This is an optimization exercise on Yosys and OpenROAD, whose aim is small area, not a production implementation.
In this exercise RTL edits were held to simulation tests only and were not proved equivalent to the original.

==> run a <==
==> flow/design.v <==
module rf_aoi222 (
    input  logic a1, a2, b1, b2, c1, c2,
    output logic y
);
    assign y = ~((a1 & a2) | (b1 & b2) | (c1 & c2));
endmodule
module rf_nand4 (
    input  logic a, b, c, d,
    output logic y
);
    assign y = ~(a & b & c & d);
endmodule
module rf_nand2 (
    input  logic a, b,
    output logic y
);
    assign y = ~(a & b);
endmodule
module rf_ao2111 (
    input  logic a1, a2, b, c, d,
    output logic y
);
    assign y = (a1 & a2) | b | c | d;
endmodule
module rf_ao22 (
    input  logic we, wd, wen, q,
    output logic y
);
    assign y = (we & wd) | (wen & q);
endmodule
module rf_rdbit (
    input  logic [31:1] sel,
    input  logic [31:1] d,
    output logic        y
);
    logic [9:0] t;
    logic [2:0] s;
    for (genvar g = 0; g < 10; g++) begin : g_aoi
        rf_aoi222 u_aoi (
            .a1(sel[3*g+1]), .a2(d[3*g+1]),
            .b1(sel[3*g+2]), .b2(d[3*g+2]),
            .c1(sel[3*g+3]), .c2(d[3*g+3]),
            .y (t[g])
        );
    end
    rf_nand4  u_n0 (.a(t[0]), .b(t[1]), .c(t[2]), .d(t[3]), .y(s[0]));
    rf_nand4  u_n1 (.a(t[4]), .b(t[5]), .c(t[6]), .d(t[7]), .y(s[1]));
    rf_nand2  u_n2 (.a(t[8]), .b(t[9]), .y(s[2]));
    rf_ao2111 u_o  (.a1(sel[31]), .a2(d[31]), .b(s[0]), .c(s[1]), .d(s[2]), .y(y));
endmodule
module reg_file #(
    parameter int unsigned WIDTH = 32,
    parameter int unsigned CNT_W = 16
) (
    input  logic             CLK,
    input  logic             RST_n,
    input  logic [4:0]       rs,
    input  logic [4:0]       rt,
    input  logic [4:0]       rd,
    input  logic             RegDst,
    input  logic             RegWre,
    input  logic             DBDataSrc,
    input  logic [WIDTH-1:0] result,
    input  logic [WIDTH-1:0] DataOut,
    input  logic [4:0]       DbgAddr,
    output logic [WIDTH-1:0] ReadData1,
    output logic [WIDTH-1:0] ReadData2,
    output logic [WIDTH-1:0] DbgData,
    output logic [WIDTH-1:0] WriteData,
    output logic [CNT_W-1:0] WrCount
);
    logic [WIDTH-1:0] regs_q [1:31];
    logic [WIDTH-1:0] regs_d [1:31];
    logic [31:1]      valid_q;
    logic [CNT_W-1:0] wr_count_q;
    logic [4:0]       write_reg;
    logic [31:1]      we;
    logic [31:1]      wen;
    logic             wr_en;
    assign write_reg = RegDst ? rd : rt;
    assign WriteData = DBDataSrc ? DataOut : result;
    always_comb begin
        for (int i = 1; i < 32; i++) begin
            we[i] = RegWre && (write_reg == 5'(i));
        end
    end
    assign wen   = ~we;
    assign wr_en = |we;
    for (genvar i = 1; i < 32; i++) begin : g_word
        for (genvar b = 0; b < WIDTH; b++) begin : g_bit
            rf_ao22 u_next (
                .we(we[i]), .wd(WriteData[b]), .wen(wen[i]), .q(regs_q[i][b]),
                .y (regs_d[i][b])
            );
        end
    end
    always_ff @(posedge CLK) begin
        for (int i = 1; i < 32; i++) begin
            regs_q[i] <= regs_d[i];
        end
    end
    always_ff @(posedge CLK or negedge RST_n) begin
        if (!RST_n) begin
            valid_q    <= '0;
            wr_count_q <= '0;
        end else begin
            valid_q <= valid_q | we;
            if (wr_en && (wr_count_q != '1)) begin
                wr_count_q <= wr_count_q + CNT_W'(1);
            end
        end
    end
    logic [31:1] sel1, sel2, seld;
    always_comb begin
        for (int i = 1; i < 32; i++) begin
            sel1[i] = (rs      == 5'(i)) && valid_q[i];
            sel2[i] = (rt      == 5'(i)) && valid_q[i];
            seld[i] = (DbgAddr == 5'(i)) && valid_q[i];
        end
    end
    for (genvar b = 0; b < WIDTH; b++) begin : g_rd
        logic [31:1] col;
        for (genvar i = 1; i < 32; i++) begin : g_col
            assign col[i] = regs_q[i][b];
        end
        rf_rdbit u_rd1 (.sel(sel1), .d(col), .y(ReadData1[b]));
        rf_rdbit u_rd2 (.sel(sel2), .d(col), .y(ReadData2[b]));
        rf_rdbit u_rdd (.sel(seld), .d(col), .y(DbgData[b]));
    end
    assign WrCount = wr_count_q;
endmodule
==> flow/flow/run.sh <==
#!/bin/bash
# Own layout flow: the standard ORFS flow (standard synthesis included), with
#  - the port buffers made of buf_1 cells instead of the default clkdlybuf4s50_1,
#  - clock tree synthesis with small clkbuf_4 cells, sized clusters and no dummy loads.
# Each tool's full output stays in orfs/logs/ (ORFS's per-step logs); make's own
# output goes to make_finish.log.
set -euo pipefail
bash standard.sh finish \
  "BUFFER_PORTS_ARGS=-buffer_cell sky130_fd_sc_hd__buf_1" \
  "CTS_ARGS=-sink_clustering_enable -repair_clock_nets -dont_use_dummy_load -buf_list sky130_fd_sc_hd__clkbuf_4 -sink_clustering_size 9 -sink_clustering_max_diameter 45" \
  > make_finish.log 2>&1
==> flow/standard.sh <==
#!/bin/bash
# synth_recipe.tcl (not shown) runs the flow's synth.tcl, then flattens the netlist and writes it again
# the make line also repeats each setting of config.mk as NAME=value (left out here)
make -C /OpenROAD-flow-scripts/flow DESIGN_CONFIG=/design/flow/config.mk WORK_HOME=/design/flow/orfs CLKGATE_MAP_FILE= SYNTH_SCRIPT=/design/flow/synth_recipe.tcl "${@:-finish}"
==> flow/config.mk <==
export PLATFORM = sky130hd
export DESIGN_NAME = reg_file
export DESIGN_NICKNAME = reg_file
export VERILOG_FILES = /design/flow/design.v
export SDC_FILE = /design/flow/constraint.sdc
export NUM_CORES = 4
export LEC_CHECK = 0
export CAP_MARGIN = 20
export CORE_MARGIN = 2
export CORE_UTILIZATION = 45
export PLACE_DENSITY = 0.7
export SLEW_MARGIN = 20
export SYNTH_HIERARCHICAL = 1
==> flow/constraint.sdc <==
create_clock -name core_clock -period 8.0 [get_ports {CLK}]
set_input_delay 1.6000 -clock core_clock [delete_from_list [all_inputs] [get_ports {CLK}]]
set_output_delay 1.6000 -clock core_clock [all_outputs]
set_load 0.01 [all_outputs]
==> run b (differences from run a) <==
--- a/flow/flow/run.sh
+++ b/flow/flow/run.sh
@@ -8,4 +8,4 @@
 bash standard.sh finish \
   "BUFFER_PORTS_ARGS=-buffer_cell sky130_fd_sc_hd__buf_1" \
-  "CTS_ARGS=-sink_clustering_enable -repair_clock_nets -dont_use_dummy_load -buf_list sky130_fd_sc_hd__clkbuf_4 -sink_clustering_size 9 -sink_clustering_max_diameter 45" \
+  "CTS_ARGS=-sink_clustering_enable -repair_clock_nets -dont_use_dummy_load -buf_list sky130_fd_sc_hd__clkbuf_4 -sink_clustering_size 12 -sink_clustering_max_diameter 40" \
   > make_finish.log 2>&1
Settings changed: CAP_MARGIN 20 to 5, CELL_PAD_IN_SITES_DETAIL_PLACEMENT from default to 1, CELL_PAD_IN_SITES_GLOBAL_PLACEMENT from default to 2, CORE_UTILIZATION 45 to 30, PLACE_DENSITY 0.7 to 0.4, SLEW_MARGIN 20 to 5.
==> comparison <==
Of run b and run a, run a has the higher utilization (gap 15 points).
In run b the fmax is larger than in run a, by 0.69%.
In critical path depth, run a and run b do not differ.
Between run b and run a, the lower global-route usage is in run b (gap 7.4 points).
Between run b and run a, the lower hold slack is in run a (gap 0.0077 ns).
Register-to-register slack: run a is lower than run b (0.02 ns).
Clock skew: run b is higher than run a (0.029 ns).
Non-clock buffer count: run a is lower than run b (86).

[port drivers added, routing unchanged]
The results above use ideal ports. As a check the final layouts listed here were re-extracted and re-timed, cells and wires unchanged.
Step 1: set_driving_cell puts a clkbuf_16 on CLK and a buf_2 on each other input, an assumption about the parent block.
Step 2 also shifts input and output timing later by t, the mid clock arrival at the registers, as if the neighbouring blocks saw the same clock.
Slacks: ideal ports / drivers / drivers and shift; pairs: ideal ports / drivers.
run	t (ns)	slack for setup (ns)	slew at the worst register clock pin (ns)
run a	1.171	1.212 / 1.171 / 1.171	0.12 / 0.12
run b	1.251	1.259 / 1.236 / 1.236	0.12 / 0.12
After both steps every run listed still meets setup and hold. The setup slack of run a, which loses most, moves by -0.041 ns with the drivers and by -0.041 ns with both steps.
